From an optimization exercise on the open Yosys and OpenROAD flow, aimed at small area, a short achievable clock period and few clock cycles per item; shortcuts taken in it are not production practice.
At most, simulation tests tie the RTL to the original design; equivalence was not proved.
No functional check of the RTL was part of runs 2 and 3.
Power figures rest on the tool's default switching activity, not on a simulated workload.

===== design.v =====
package dmem_pkg;
    typedef enum logic [1:0] {IDLE, WAIT, RESP} dmem_state_t;
    localparam int unsigned WORD_BYTES = 4;
    function automatic logic addr_err(input logic [31:0] addr, input int unsigned depth);
        addr_err = ((addr % WORD_BYTES) != 0) || ((addr / WORD_BYTES) >= depth);
    endfunction
endpackage
module dmem_array #(
    parameter int unsigned DEPTH  = 64,
    parameter int unsigned DATA_W = 32,
    parameter int unsigned IDX_W  = 6
) (
    input  logic              clk,
    input  logic              we,
    input  logic [IDX_W-1:0]  idx,
    input  logic [DATA_W-1:0] wdata,
    output logic [DATA_W-1:0] rdata
);
    logic [DATA_W-1:0] mem [DEPTH];
    always_ff @(posedge clk) begin
        if (we) begin
            mem[idx] <= wdata;
        end
    end
    assign rdata = mem[idx];
endmodule
import dmem_pkg::*;
module dmem_responder #(
    parameter int unsigned DEPTH       = 64,
    parameter int unsigned WAIT_CYCLES = 2,
    parameter int unsigned DATA_W      = 32
) (
    input  logic              clk,
    input  logic              reset,
    input  logic              req_valid,
    output logic              req_ready,
    input  logic              req_we,
    input  logic [31:0]       req_addr,
    input  logic [DATA_W-1:0] req_wdata,
    output logic              rsp_valid,
    input  logic              rsp_ready,
    output logic [DATA_W-1:0] rsp_rdata,
    output logic              rsp_err
);
    localparam int unsigned IDX_W = (DEPTH > 1) ? $clog2(DEPTH) : 1;
    localparam int unsigned CNT_W = (WAIT_CYCLES > 0) ? $clog2(WAIT_CYCLES + 1) : 1;
    dmem_pkg::dmem_state_t state;
    dmem_pkg::dmem_state_t state_next;
    logic              we_q, err_q;
    logic [IDX_W-1:0]  idx_q;
    logic [DATA_W-1:0] wdata_q;
    logic [CNT_W-1:0]  cnt_q;
    logic              accept, enter_resp, mem_we;
    logic              acc_we, acc_err;
    logic [IDX_W-1:0]  acc_idx;
    logic [DATA_W-1:0] acc_wdata, mem_rdata;
    logic              req_err;
    assign req_err = (req_addr[1:0] != 2'b00) || (req_addr[31:2] >= DEPTH);
    always_ff @(posedge clk or negedge reset) begin
        if (!reset) begin
            state <= IDLE;
        end else begin
            state <= state_next;
        end
    end
    always_comb begin
        state_next = state;
        case (state)
            IDLE:    if (req_valid) state_next = (WAIT_CYCLES == 0) ? RESP : WAIT;
            WAIT:    if (cnt_q == CNT_W'(1)) state_next = RESP;
            RESP:    if (rsp_ready) state_next = IDLE;
            default: state_next = IDLE;
        endcase
    end
    always_comb begin
        req_ready = (state == IDLE);
        rsp_valid = (state == RESP);
    end
    assign accept     = req_valid & req_ready;
    assign enter_resp = (state != RESP) && (state_next == RESP);
    always_comb begin
        acc_we    = we_q;
        acc_err   = err_q;
        acc_idx   = idx_q;
        acc_wdata = wdata_q;
        if (state == IDLE) begin
            acc_we    = req_we;
            acc_err   = req_err;
            acc_idx   = req_addr[IDX_W+1:2];
            acc_wdata = req_wdata;
        end
    end
    assign mem_we = enter_resp & acc_we & ~acc_err;
    dmem_array #(
        .DEPTH  (DEPTH),
        .DATA_W (DATA_W),
        .IDX_W  (IDX_W)
    ) u_array (
        .clk   (clk),
        .we    (mem_we),
        .idx   (acc_idx),
        .wdata (acc_wdata),
        .rdata (mem_rdata)
    );
    always_ff @(posedge clk or negedge reset) begin
        if (!reset) begin
            we_q      <= 1'b0;
            err_q     <= 1'b0;
            idx_q     <= '0;
            wdata_q   <= '0;
            cnt_q     <= '0;
            rsp_rdata <= '0;
            rsp_err   <= 1'b0;
        end else begin
            if (accept) begin
                we_q    <= req_we;
                err_q   <= req_err;
                idx_q   <= req_addr[IDX_W+1:2];
                wdata_q <= req_wdata;
                if (WAIT_CYCLES != 0) begin
                    cnt_q <= CNT_W'(WAIT_CYCLES);
                end
            end else if (state == WAIT) begin
                cnt_q <= cnt_q - CNT_W'(1);
            end
            if (enter_resp) begin
                rsp_rdata <= (!acc_we && !acc_err) ? mem_rdata : '0;
                rsp_err   <= acc_err;
            end
        end
    end
endmodule

===== run.sh =====
#!/bin/bash
# synth_recipe.tcl (not shown) runs the flow's synth.tcl, then flattens the netlist and writes it again
# the make line also repeats each setting of config.mk as NAME=value (left out here)
make -C /OpenROAD-flow-scripts/flow DESIGN_CONFIG=/design/flow/config.mk WORK_HOME=/design/flow/orfs CLKGATE_MAP_FILE= SYNTH_SCRIPT=/design/flow/synth_recipe.tcl finish

===== config.mk =====
export PLATFORM = sky130hd
export DESIGN_NAME = dmem_responder
export DESIGN_NICKNAME = dmem_responder
export VERILOG_FILES = /design/flow/design.v
export SDC_FILE = /design/flow/constraint.sdc
export NUM_CORES = 4
export LEC_CHECK = 0
export CAP_MARGIN = 20
export CORE_MARGIN = 2
export CORE_UTILIZATION = 40
export SLEW_MARGIN = 20

===== constraint.sdc =====
create_clock -name core_clock -period 4.0 [get_ports {clk}]
set_input_delay 0.8000 -clock core_clock [delete_from_list [all_inputs] [get_ports {clk}]]
set_output_delay 0.8000 -clock core_clock [all_outputs]
set_load 0.01 [all_outputs]

==> results.tsv, run 1 <==
metric	value	unit
post_cts_resized	0	
syn_to_final_growth	19.3	%
dp_hpwl	176	mm
port_buffers	103	
status	finished clean	
clk_latency	870	ps
timing.final.crit_share	0.946	
place_area	88700	um2
synth.avg_cell_area	15.2	um2
synth_top_area_frac	0.770	
ys_ff_latch	2125	
first_pass_iters	6	
cts_setup_buffers	0	
min_path_type	in -> async	
clk_path_buf_depth	3	
skew	45.1	ps
critPathLaunchType	flip-flop	
via_count	54700	
cts_tree	built	
yosysSeqAreaShare	0.794	
rows	163	
drive_above_1_share	0.152	
path_clk_slew	60	ps
fin_area	95200	um2
final_nets	5723	
wl_met2	137	mm
finalHoldViolCount	0	
wl_met1	112	mm
drc	0	
worstPathMaxFanout	12	
p_per_area	798	nW/um2
overflow	0	
arrival	4580	ps
r2r_slack	220	ps
antenna_found_initial	10	
h-tree-depth	4	
routed_wl	311	mm
layout_min_cycle_time	3780	ps
coreArea	198000	um2
drt-vias-per-instance	6.46	
r2r_cells	10	
worstPathRequired	4790	ps
grt_pass1_wl	420	mm
syn_nets	5329	
start_util	0.404	
ir_drop	0.616	mV
die_h	451	um
fmax	264	MHz
drt_iter0_markers	9978	
clockRootBuffer	clkbuf_16	
ant_nets	0	
cts_hold_buf	0	
cts.sinks	2125	
synth_cells	5259	
rsz0062_at_grt	no	
top_layer_used	met5	
tns	0	ps
grt_pass1_vias	51100	
ios	104	
setup_viol	0	
grt_max_degree	65	
fill_cells	16800	
grt_use_total	0.298	
async_reset_ff_frac	0.0362	
endpoint_kind	flip-flop	
ys.flop_type	edfxtp_1	
critPathKind	reg -> reg	
place.gp.congestion	0.908	
netlist-cell-type-count	77	
yosys-top-cells-area	edfxtp_1 (77%), nand2_1 (4.4%), o22ai_1 (3.8%), dfrtp_1 (2.4%), a31oi_1 (1.8%)	
detail_route.wl_per_cell	36.7	um
ys_warn_count	2	
synth_edf_count	2048	
yosysTopAreaCell	edfxtp_1	
drv_slew	0	
max_slew_margin	0.245	
netlist_area	79800	um2
cts_buffers	203	
p_leak	30.8	nW
met3_length	45.3	mm
tightest_slew	1130	ps
drv_cap	0	
finalNonFillerCells	8471	
die_area	203000	um2
die-width	451	um
dp.cells	8087	
-- worst paths after layout --
check                                startpoint                         to
setup / recovery             state[1]$_DFF_PN0_  rsp_rdata[19]$_DFFE_PN0N_
setup reg to reg             state[1]$_DFF_PN0_  rsp_rdata[19]$_DFFE_PN0N_
hold / removal                            reset         state[0]$_DFF_PN0_
max in group asynchronous                 reset  rsp_rdata[18]$_DFFE_PN0N_
min in group core_clock    cnt_q[1]$_DFFE_PN0P_       cnt_q[1]$_DFFE_PN0P_
hold reg to reg            cnt_q[1]$_DFFE_PN0P_       cnt_q[1]$_DFFE_PN0P_
-- synthesized netlist by cell type, drive strengths merged, types with 4 or more instances --
cell type	n
inv	10
or2	4
o221ai	8
o22a	5
a21oi	282
nand2b	5
mux2	49
a22oi	18
o22ai	490
a32o	34
nand3	124
clkbuf	108
a21boi	10
edfxtp	2048
o21ai	24
a32oi	86
a31oi	231
nor3	75
buf	229
nor2	251
a22o	10
mux2i	28
and3	7
a21o	4
dfrtp	77
nand2	940
a2111oi	7
nor4	49
-- per-layer routing --
| metal | global-route usage | up-vias |
|---|---|---|
| li1 | - | 21300 |
| met1 | 0.401 | 27700 |
| met2 | 0.447 | 4755 |
| met3 | 0.0826 | 895 |
| met4 | 0.143 | 10 |
| met5 | 0 | - |
-- worst max-delay path, cell delays in order, from the launching register on --
cell      delay, ps
dfrtp_1         380
or2_2           460
buf_4           260
a31oi_1         500
nand2b_4        360
nor2_1          230
a31oi_1         200
buf_4           170
o21ai_0         100
nor4_1          800
a22o_1          240
-- state kept, by name (all words and copies together), names as in the netlist --
register / cells
idx_q: 6
state: 2
cnt_q: 2
wdata_q: 32
err_q: 1
we_q: 1
rsp_err: 1
rsp_rdata: 32
u_array.mem: 2048
-- layout make-up --
class	count	area, um2	share of cell area
multi-input cells	2787	15600	0.164
diodes	2	5.00	0.0000526
inverters	10	42.5	0.000447
repair buffers	526	6380	0.0670
clock buffers	250	5320	0.0558
well taps	2640	3300	0.0347
clock inverters	131	1160	0.0122
flip-flops and latches	2125	63400	0.666
-- kinds of logic (layout without fill, tap and decap cells) --
family	after synthesis	after routing	share of synthesized area
muxes	77	77	0.0104
DFF	2125	2125	0.794
other	0	2	0
and+or+nand+nor	1478	1478	0.0762
buffers and inverters	347	917	0.0199
adders and majority gates	1	1	0.000157
AOI/OAI and AO/OA	1231	1231	0.0991
-- per-stage QoR --
stage / utilization / setup WS [ps] / total power (W) / hold WS [ps]
5_1_grt: 0.481 / 128 / 0.0777 / 75.0
4_1_cts: 0.481 / 169 / 0.0753 / 36.7
3_5_place_dp: 0.449 / -273 / 0.0566 / 477
3_3_place_gp: 0.449 / -346 / 0.0563 / 463
6_report: 0.481 / 216 / 0.0760 / 97.1
2_1_floorplan: - / -255 / 0.0430 / 458
-- power by group --
group          leakage (nW)  switching [W]  internal (W)  total, W
Combinational          8.17         0.0203       0.00714    0.0275
Sequential             19.5       0.000214        0.0293    0.0295
Clock                  3.15        0.00848        0.0106    0.0190
Total                  30.8         0.0290        0.0470    0.0760
-- layout by cell type (no fill, tap or decap), types with 75 or more instances in the layout --
master,instances
edfxtp_1,2048
a21oi_1,278
o22ai_1,490
dfrtp_1,77
nor3_1,75
nor2_1,187
buf_4,249
nand3_1,124
clkdlybuf4s50_1,102
buf_12,174
a32oi_1,86
clkbuf_16,204
nand2_1,902
a31oi_1,229
Testbench counts, summed over its fixed seeds: cycles 48,000, items 12,000.
==> inputs of run 2 (changes only) <==
==> design.v (replaced) <==
package dmem_pkg;
    localparam int unsigned WORD_BYTES = 4;
    function automatic logic addr_err(input logic [31:0] addr, input int unsigned depth);
        addr_err = ((addr % WORD_BYTES) != 0) || ((addr / WORD_BYTES) >= depth);
    endfunction
endpackage
module dmem_array #(
    parameter int unsigned DEPTH  = 64,
    parameter int unsigned DATA_W = 32
) (
    input  logic              clk,
    input  logic [DEPTH-1:0]  sel,      
    input  logic              we,       
    input  logic [DATA_W-1:0] wdata,
    output logic [DATA_W-1:0] rdata
);
    logic [DATA_W-1:0] mem [DEPTH];
    for (genvar w = 0; w < DEPTH; w++) begin : g_word
        always_ff @(posedge clk) begin
            if (we && sel[w]) begin
                mem[w] <= wdata;
            end
        end
    end
    always_comb begin
        rdata = '0;
        for (int w = 0; w < DEPTH; w++) begin
            rdata = rdata | (mem[w] & {DATA_W{sel[w]}});
        end
    end
endmodule
import dmem_pkg::*;
module dmem_responder #(
    parameter int unsigned DEPTH  = 64,
    parameter int unsigned DATA_W = 32
) (
    input  logic              clk,
    input  logic              reset,
    input  logic              req_valid,
    output logic              req_ready,
    input  logic              req_we,
    input  logic [31:0]       req_addr,
    input  logic [DATA_W-1:0] req_wdata,
    output logic              rsp_valid,
    input  logic              rsp_ready,
    output logic [DATA_W-1:0] rsp_rdata,
    output logic              rsp_err
);
    localparam int unsigned IDX_W = $clog2(DEPTH);
    logic              a_valid, a_new, a_hold;
    logic              a_we;
    logic [3:0]        a_errp;
    logic [DEPTH-1:0]  a_sel;
    logic [DATA_W-1:0] a_wdata;
    logic              b_valid, s_valid;
    logic [DATA_W-1:0] s_rdata;
    logic              s_err;
    logic              accept, a_err, a_wr, a_move, take;
    logic [DEPTH-1:0]  req_sel;
    logic [3:0]        req_errp;
    logic [DATA_W-1:0] rd, res_rdata;
    assign accept = req_valid & req_ready;
    assign req_errp[0] = (req_addr[1:0] != 2'b00) | (req_addr[12:8] != 5'd0);
    assign req_errp[1] = (req_addr[19:13] != 7'd0);
    assign req_errp[2] = (req_addr[25:20] != 6'd0);
    assign req_errp[3] = (req_addr[31:26] != 6'd0);
    always_comb begin
        req_sel = '0;
        req_sel[req_addr[IDX_W+1:2]] = 1'b1;
    end
    always_ff @(posedge clk or negedge reset) begin
        if (!reset) begin
            a_valid <= 1'b0;
            a_new   <= 1'b0;
        end else begin
            a_valid <= a_hold | req_valid;
            a_new   <= accept;
        end
    end
    always_ff @(posedge clk) begin
        if (!a_hold) begin
            a_we   <= req_we;
            a_errp <= req_errp;
            a_sel  <= req_sel;
        end
        a_wdata <= req_wdata;
    end
    assign a_err  = |a_errp;
    assign a_wr   = a_new & a_we & ~a_err;
    assign a_move = a_valid & ~a_hold;
    dmem_array #(
        .DEPTH  (DEPTH),
        .DATA_W (DATA_W)
    ) u_array (
        .clk   (clk),
        .sel   (a_sel),
        .we    (a_wr),
        .wdata (a_wdata),
        .rdata (rd)
    );
    assign res_rdata = (a_we | a_err) ? '0 : rd;
    assign take = b_valid & rsp_ready;
    logic b_valid_n, s_valid_n, a_valid_n;
    always_comb begin
        a_valid_n = a_hold | req_valid;
        b_valid_n = b_valid;
        s_valid_n = s_valid;
        if (!b_valid || take) begin
            b_valid_n = s_valid | a_move;
            s_valid_n = 1'b0;
        end else if (a_move) begin
            s_valid_n = 1'b1;
        end
    end
    always_ff @(posedge clk or negedge reset) begin
        if (!reset) begin
            b_valid   <= 1'b0;
            s_valid   <= 1'b0;
            a_hold    <= 1'b0;
            req_ready <= 1'b1;
        end else begin
            b_valid   <= b_valid_n;
            s_valid   <= s_valid_n;
            a_hold    <= a_valid_n & b_valid_n & s_valid_n;
            req_ready <= ~(a_valid_n & b_valid_n & s_valid_n);
        end
    end
    always_ff @(posedge clk) begin
        if (!b_valid || take) begin
            if (s_valid) begin
                rsp_rdata <= s_rdata;
                rsp_err   <= s_err;
            end else begin
                rsp_rdata <= res_rdata;
                rsp_err   <= a_err;
            end
        end
        if (b_valid && !take && !s_valid) begin
            s_rdata <= res_rdata;
            s_err   <= a_err;
        end
    end
    assign rsp_valid = b_valid;
endmodule
==> results.tsv, run 2 <==
metric	value	unit	change
start_util	0.402		-0.00175
largest_register	u_array.mem		
setup_viol	0		unchanged
cts_buffers	217		+6.9%
skew	44.6	ps	-0.436 ps
clk_path_buf_depth	3		unchanged
share_comb_of_total_power	0.080		-0.282
worst_slack	430	ps	+214 ps
yosysTopAreaCell	edfxtp_1		
antenna_found_initial	16		+6
top_regs	u_array.mem: 2048 flops, a_sel: 64 flops		
synth_cells	3977		-24%
p_leak	28.8	nW	-6.6%
p_sw_frac	0.245		-0.137
p_int	0.0375	W	-20%
endpoint_kind	flip-flop		
seqPwrFrac	0.532		+0.144
rows	163		unchanged
finalHoldViolCount	0		unchanged
detail_route.wl_per_cell	32.6	um	-11%
synth_edf_count	2183		+6.6%
min_path_type	in -> async		
rsz0062_at_grt	no		
ant_nets	0		unchanged
grt_pass1_vias	41200		-19%
p_per_area	542	nW/um2	-32%
layout_min_cycle_time	3570	ps	-214 ps
netlist-cell-type-count	41		-47%
switching_power	0.0122	W	-58%
critPathLaunchType	flip-flop		
h-tree-depth	4		unchanged
r2r_start	a_sel[8]$_DFFE_PN_		
yosysMostFrequentCell	edfxtp_1		
synth_top_area_frac	0.827		+0.0569
dp_hpwl	150	mm	-15%
worstPathRequired	4590	ps	-200 ps
yosysSeqAreaShare	0.837		+0.0428
cts.sinks	2221		+4.5%
drt-vias-per-instance	6.04		-6.4%
grt_use_total	0.225		-0.0726
synth_common_cells	edfxtp_1 (2183), a221oi_1 (512), a22o_1 (512)		
r2r_slack	430	ps	+210 ps
synth.avg_cell_area	19.9	um2	+31%
grt_max_degree	65		unchanged
clockRootBuffer	clkbuf_16		
ys_warn_count	3		+1
largest_reg_flops	2048		unchanged
cts_hold_buf	0		unchanged
drv_slew	0		unchanged
netlist_area	79300	um2	-0.74%
cts_setup_buffers	0		unchanged
overflow	0		unchanged
tightest_slew	1190	ps	+56.0 ps
drc	0		unchanged
ir_drop	0.529	mV	-14%
ys_ff_latch	2221		+4.5%
cts_tree	built		
ios	104		unchanged
status	finished clean		
arrival	4150	ps	-430 ps
rr_endpoint	rsp_rdata[29]$_DFFE_PN_		
first_pass_iters	6		unchanged
place_ws	464	ps	+736 ps
ys.flop_type	edfxtp_1		
max_slew_margin	0.208		-0.0373
drt_iter0_markers	6132		-39%
tns	0	ps	unchanged
final_cell_mix	edfxtp_1 (2183), a22o_1 (512), a221oi_1 (512)		
yosys-top-cells-area	edfxtp_1 (83%), a221oi_1 (5.7%), a22o_1 (5.7%), nand4_1 (1.0%), clkbuf_1 (0.84%)		
die_h	449	um	-0.37%
power.share.clock	0.388		+0.138
place.gp.congestion	0.905		-0.33%
clk_latency	880	ps	about the same
drv_cap	0		unchanged
timing.final.crit_share	0.892		-0.0536
die_area	202000	um2	-0.74%
die-width	449	um	-0.37%
r2r_cells	6		-4
port_buffers	103		unchanged
fmax	280	MHz	+6.0%
coreArea	197000	um2	-0.31%
critPathKind	reg -> reg		
final_nets	4364		-24%
path_clk_slew	70	ps	about the same
routed_wl	232	mm	-25%
worstPathMaxFanout	18		+6
syn_to_final_growth	15.8	%	
final_common_cell	edfxtp_1		
fill_cells	16300		-3.1%
syn_nets	4050		-24%
grt_pass1_wl	323	mm	-23%
async_reset_ff_frac	0.00270		-0.0335
post_cts_resized	0		unchanged
drive_above_1_share	0.153		+0.00102
via_count	43000		-21%
==> run 2: cell types whose count changed in the layout (fill, tap and decap cells not counted), sizes merged, moves of 147 or more <==
| cell | previous run | this run |
|---|---|---|
| a21oi | 282 | 1 |
| a221oi | 3 | 512 |
| a22o | 10 | 512 |
| a31oi | 231 | 0 |
| buf | 424 | 269 |
| nand2 | 940 | 54 |
| nor2 | 251 | 104 |
| o22ai | 490 | 0 |
==> run 2: power groups by stage <==
stage	Sequential, W	Combinational (W)	Clock, W
floorplan	0.0264	0.00191	0
global placement	0.0269	0.00390	0
detailed placement	0.0269	0.00392	0
CTS	0.0264	0.00393	0.0195
global route	0.0264	0.00409	0.0204
finish	0.0264	0.00397	0.0193
==> run 2: logic make-up (layout without fill, tap and decap cells) <==
family                     Yosys count  count (layout)  share of synthesized area
AOI/OAI and AO/OA                 1057            1057                      0.115
xor gates and xnor gates             7               7                   0.000868
adders and majority gates            4               4                   0.000631
buffers and inverters              281             777                     0.0161
DFF                               2221            2221                      0.837
muxes                                1               1                   0.000142
other                                0               5                          0
and+or+nand+nor                    406             406                     0.0299
==> run 2: cell type report <==
class	instances	area, um2	area share
timing repair buffer	372	3650	0.0397
antenna	5	12.5	0.000136
inverter	4	15.0	0.000164
clock inverter	127	1020	0.0111
clock buffer	274	5670	0.0617
multi-input combinational	1475	11700	0.128
tap	2640	3300	0.0360
sequential	2221	66400	0.724
==> run 2: per-layer routing <==
layer,up-vias,track usage,wire length (um)
li1,17700,-,-
met1,22700,0.313,93500
met2,2307,0.355,109000
met3,310,0.0390,20200
met4,2,0.0884,9310
met5,-,0,7
==> run 2: worst max-delay path, cell delays in order, from the launching register on <==
cell	delay, ps
edfxtp_1	820
buf_4	360
a22o_1	200
a221oi_1	600
nand4_1	660
nor4_2	500
o21ai_1	120
==> run 2: worst max path at each step <==
stage               depth (start not counted)                 endpoint          startpoint  slack [ps]
finish                                      6  rsp_rdata[29]$_DFFE_PN_  a_sel[8]$_DFFE_PN_         430
global placement                            6  rsp_rdata[29]$_DFFE_PN_  a_sel[8]$_DFFE_PN_         490
detailed placement                          6  rsp_rdata[29]$_DFFE_PN_  a_sel[8]$_DFFE_PN_         460
floorplan                                   2          s_err$_DFFE_PP_           rsp_ready         390
CTS                                         6  rsp_rdata[29]$_DFFE_PN_  a_sel[8]$_DFFE_PN_         440
global route                                6  rsp_rdata[29]$_DFFE_PN_  a_sel[8]$_DFFE_PN_         350
==> run 2: stage by stage <==
stage | util | std cells | area, um2 | power [W] | hold slack (ps)
final | 0.465 | 7118 | 91800 | 0.0497 | 191
after CTS | 0.465 | 7112 | 91700 | 0.0499 | 149
after global routing | 0.465 | 7115 | 91800 | 0.0510 | 194
after global placement | 0.431 | 6711 | 85000 | 0.0308 | 478
after detailed placement | 0.431 | 6711 | 85100 | 0.0309 | 483
after floorplan | - | 3977 | 79300 | 0.0284 | 452
==> inputs of run 3 (changes only) <==
==> design.v (replaced) <==
package dmem_pkg;
    localparam int unsigned WORD_BYTES = 4;
    function automatic logic addr_err(input logic [31:0] addr, input int unsigned depth);
        addr_err = ((addr % WORD_BYTES) != 0) || ((addr / WORD_BYTES) >= depth);
    endfunction
endpackage
module dmem_array #(
    parameter int unsigned DEPTH  = 64,
    parameter int unsigned DATA_W = 32
) (
    input  logic              clk,
    input  logic [DEPTH-1:0]  sel,      
    input  logic              we,       
    input  logic [DATA_W-1:0] wdata,
    output logic [DATA_W-1:0] rdata
);
    logic [DATA_W-1:0] word_q [DEPTH];
    logic [DATA_W-1:0] word_rd [DEPTH];
    for (genvar w = 0; w < DEPTH; w++) begin : g_word
        always_ff @(posedge clk) begin
            if (we && sel[w]) begin
                word_q[w] <= wdata;
            end
        end
        assign word_rd[w] = word_q[w] & {DATA_W{sel[w]}};
    end
    always_comb begin
        rdata = '0;
        for (int w = 0; w < DEPTH; w++) begin
            rdata = rdata | word_rd[w];
        end
    end
endmodule
import dmem_pkg::*;
module dmem_responder #(
    parameter int unsigned DEPTH  = 64,
    parameter int unsigned DATA_W = 32
) (
    input  logic              clk,
    input  logic              reset,
    input  logic              req_valid,
    output logic              req_ready,
    input  logic              req_we,
    input  logic [31:0]       req_addr,
    input  logic [DATA_W-1:0] req_wdata,
    output logic              rsp_valid,
    input  logic              rsp_ready,
    output logic [DATA_W-1:0] rsp_rdata,
    output logic              rsp_err
);
    localparam int unsigned IDX_W = $clog2(DEPTH);
    logic              b_valid, s_valid;
    logic [DATA_W-1:0] s_rdata;
    logic              s_err;
    logic              accept, b_load, req_err;
    logic [IDX_W-1:0]  idx;
    logic [DEPTH-1:0]  sel;
    logic [DATA_W-1:0] rd, res_rdata;
    assign req_err = (req_addr[1:0] != 2'b00) || (req_addr[31:2] >= DEPTH);
    assign accept = req_valid & req_ready;
    assign idx = req_addr[IDX_W+1:2];
    logic [7:0] sel_hi, sel_lo;
    for (genvar i = 0; i < 8; i++) begin : g_pre
        assign sel_hi[i] = (idx[5:3] == 3'(i));
        assign sel_lo[i] = (idx[2:0] == 3'(i));
    end
    for (genvar w = 0; w < DEPTH; w++) begin : g_sel
        assign sel[w] = sel_hi[w / 8] & sel_lo[w % 8];
    end
    dmem_array #(
        .DEPTH  (DEPTH),
        .DATA_W (DATA_W)
    ) u_array (
        .clk   (clk),
        .sel   (sel),
        .we    (accept & req_we & ~req_err),
        .wdata (req_wdata),
        .rdata (rd)
    );
    assign res_rdata = (req_we | req_err) ? '0 : rd;
    assign b_load = ~b_valid | rsp_ready;
    always_ff @(posedge clk or negedge reset) begin
        if (!reset) begin
            b_valid   <= 1'b0;
            s_valid   <= 1'b0;
            req_ready <= 1'b1;
        end else begin
            if (b_load) begin
                b_valid   <= s_valid | accept;
                s_valid   <= 1'b0;
                req_ready <= 1'b1;
            end else begin
                s_valid   <= s_valid | accept;
                req_ready <= ~(s_valid | accept);
            end
        end
    end
    always_ff @(posedge clk) begin
        if (b_load) begin
            if (s_valid) begin
                rsp_rdata <= s_rdata;
                rsp_err   <= s_err;
            end else begin
                rsp_rdata <= res_rdata;
                rsp_err   <= req_err;
            end
        end
        if (!s_valid) begin
            s_rdata <= res_rdata;
            s_err   <= req_err;
        end
    end
    assign rsp_valid = b_valid;
endmodule
==> flow/run.sh (new file) <==
#!/bin/bash
# The standard layout (standard.sh), with one change: synthesis maps the logic with
# Yosys's usual area-recovering ABC script (flow/abc_speed.script) instead of ORFS's
# delay-first script. Everything else is ORFS's own scripts, unchanged.
set -euo pipefail
here=$(pwd)
rm -rf "$here/scripts_mod"
mkdir -p "$here/scripts_mod"
for f in "$FLOW_HOME"/scripts/*; do
    ln -s "$f" "$here/scripts_mod/"
done
rm "$here/scripts_mod/abc_speed.script"
cp "$here/flow/abc_speed.script" "$here/scripts_mod/abc_speed.script"
bash standard.sh SCRIPTS_DIR="$here/scripts_mod" finish > "$here/make_finish.log" 2>&1
==> flow/abc_speed.script (new file) <==
strash
&get -n
&fraig -x
&put
dc2
strash
&get -n
&dch -f
&nf -D 2500
&put
==> standard.sh (new file) <==
#!/bin/bash
# synth_recipe.tcl (not shown) runs the flow's synth.tcl, then flattens the netlist and writes it again
# the make line also repeats each setting of config.mk as NAME=value (left out here)
make -C /OpenROAD-flow-scripts/flow DESIGN_CONFIG=/design/flow/config.mk WORK_HOME=/design/flow/orfs CLKGATE_MAP_FILE= SYNTH_SCRIPT=/design/flow/synth_recipe.tcl "${@:-finish}"
--- a/config.mk
+++ b/config.mk
@@ -7,5 +7,7 @@
 export LEC_CHECK = 0
 export CAP_MARGIN = 20
 export CORE_MARGIN = 2
-export CORE_UTILIZATION = 40
+export CORE_UTILIZATION = 60
+export SETUP_SLACK_MARGIN = 1.9
 export SLEW_MARGIN = 20
+export TNS_END_PERCENT = 100
removed: run.sh
==> results.tsv, run 3 <==
metric	value	unit	change
status	stopped before the end		
lastStage	5_1_grt		
error_line	[ERROR GRT-0232] Routing congestion too high. Check the congestion heatmap in the GUI.		
async_reset_ff_frac	0.00142		-0.00128
synthSimpleGateAreaFrac	0.0387		+0.00879
synth_fa_ha_area_frac	0		-0.000631
synth_edf_count	2081		-4.7%
h-tree-depth	4		unchanged
yosysSeqAreaShare	0.860		+0.0227
synth.mux.area_fraction	0		-0.000142
netlist_area	73500	um2	-7.2%
ys.flop_type	edfxtp_1		
ys_ff_latch	2117		-4.7%
start_util	0.604		+0.202
die_h	354	um	-21%
clk_path_buf_depth	3		unchanged
ios	104		unchanged
syn_nets	3611		-11%
synth_common_cells	edfxtp_1 (2081), a22oi_1 (493), a222oi_1 (342)		
place.gp.congestion	0.958		+5.8%
grt_max_degree	65		
synth_compound_area_frac	0.101		-0.0139
die-width	354	um	-21%
rows	128		-21%
synth_top_family_by_area	compound AO/OA/AOI/OAI gates		
dp.cells	5737		-15%
ys_warn_count	4		+1
netlist-cell-type-count	25		-39%
synth_xor_area_frac	0		-0.000868
overflow	8		
dp_hpwl	176	mm	+17%
cts_hold_buf	0		unchanged
place_area	82900	um2	-2.5%
grt_use_total	0.775		
cts.sinks	2117		-4.7%
cts_buffers	199		-8.3%
synth.avg_cell_area	20.8	um2	+4.2%
clockRootBuffer	clkbuf_16		
synth_top_area_frac	0.850		+0.0227
yosysMostFrequentCell	edfxtp_1		
yosys-top-cells-area	edfxtp_1 (85%), a22oi_1 (5.0%), a222oi_1 (4.7%), nand4_1 (1.4%), dfxtp_1 (0.90%)		
port_buffers	103		unchanged
yosysTopAreaCell	edfxtp_1		
synth_cells	3542		-11%
-- run 3: what timing repair did --
item,CTS
setup buffers,450
setup endpoints to repair,2147
resized for setup,993
pin swaps,310
cloned,155
-- run 3: worst max-delay path by stage --
| stage | startpoint | to | slack (ps) | cells past startpoint |
|---|---|---|---|---|
| 3_5_place_dp | req_addr[2] | rsp_rdata[26]$_DFFE_PP_ | -290 | 12 |
| 4_1_cts | req_addr[4] | rsp_rdata[11]$_DFFE_PP_ | 1310 | 10 |
| 2_1_floorplan | req_addr[15] | u_array.word_q[11][0]$_DFFE_PP_ | -1780 | 5 |
| 3_3_place_gp | req_addr[2] | rsp_rdata[26]$_DFFE_PP_ | -450 | 12 |
-- run 3: per-stage QoR --
step	setup slack, ps	TNS (ps)
after detailed placement	-292	-2000
after CTS	1310	0
after floorplan	-1780	-3638680
after global placement	-455	-3380
-- run 3: layer usage --
layer | GRT usage | GRT overflow
met5 | 0.536 | 0
met2 | 0.882 | 4
met1 | 0.787 | 0
met4 | 0.690 | 4
met3 | 0.700 | 0
-- run 3: cells by family after synthesis --
family | Yosys count
flip-flops | 2117
AND/OR/NAND/NOR | 549
buffers and inverters | 3
AO/OA/AOI/OAI | 873
-- run 3: power groups by stage --
| stage | Combinational, W | Sequential, W | Clock [W] |
|---|---|---|---|
| floorplan | 0.000267 | 0.0249 | 0 |
| global placement | 0.00111 | 0.0249 | 0 |
| detailed placement | 0.00115 | 0.0249 | 0 |
| CTS | 0.00132 | 0.0244 | 0.0185 |

## what the ideal ports hide
The results above use ideal ports. As a check the final layouts listed here were re-extracted and re-timed, cells and wires unchanged. Step 1 (the two cells are an assumption about what drives the block):
set clk [get_ports {clk}]
set_driving_cell -lib_cell sky130_fd_sc_hd__clkbuf_16 $clk
set_driving_cell -lib_cell sky130_fd_sc_hd__buf_2 [delete_from_list [all_inputs] $clk]
Step 2 also shifts input and output timing later by t, the mid clock arrival at the registers, as if the neighbouring blocks saw the same clock. Slacks: no drivers / after step 1 / after step 2; pairs: no drivers / after step 1.
run	t (ns)	setup WS [ns]	slew at the worst register clock pin (ns)	worst slew at a driven data input, ns	pins driven straight from the clock port
run 1	0.935	0.216 / 0.133 / -0.367	0.07 / 0.07	0.05	1
run 2	0.947	0.430 / 0.430 / 0.430	0.07 / 0.07	0.20	1
Met with ideal ports but missed after step 2: setup timing in run 1. The setup slack of run 1, which loses most, moves by -0.083 ns with the drivers and by -0.583 ns with both steps.
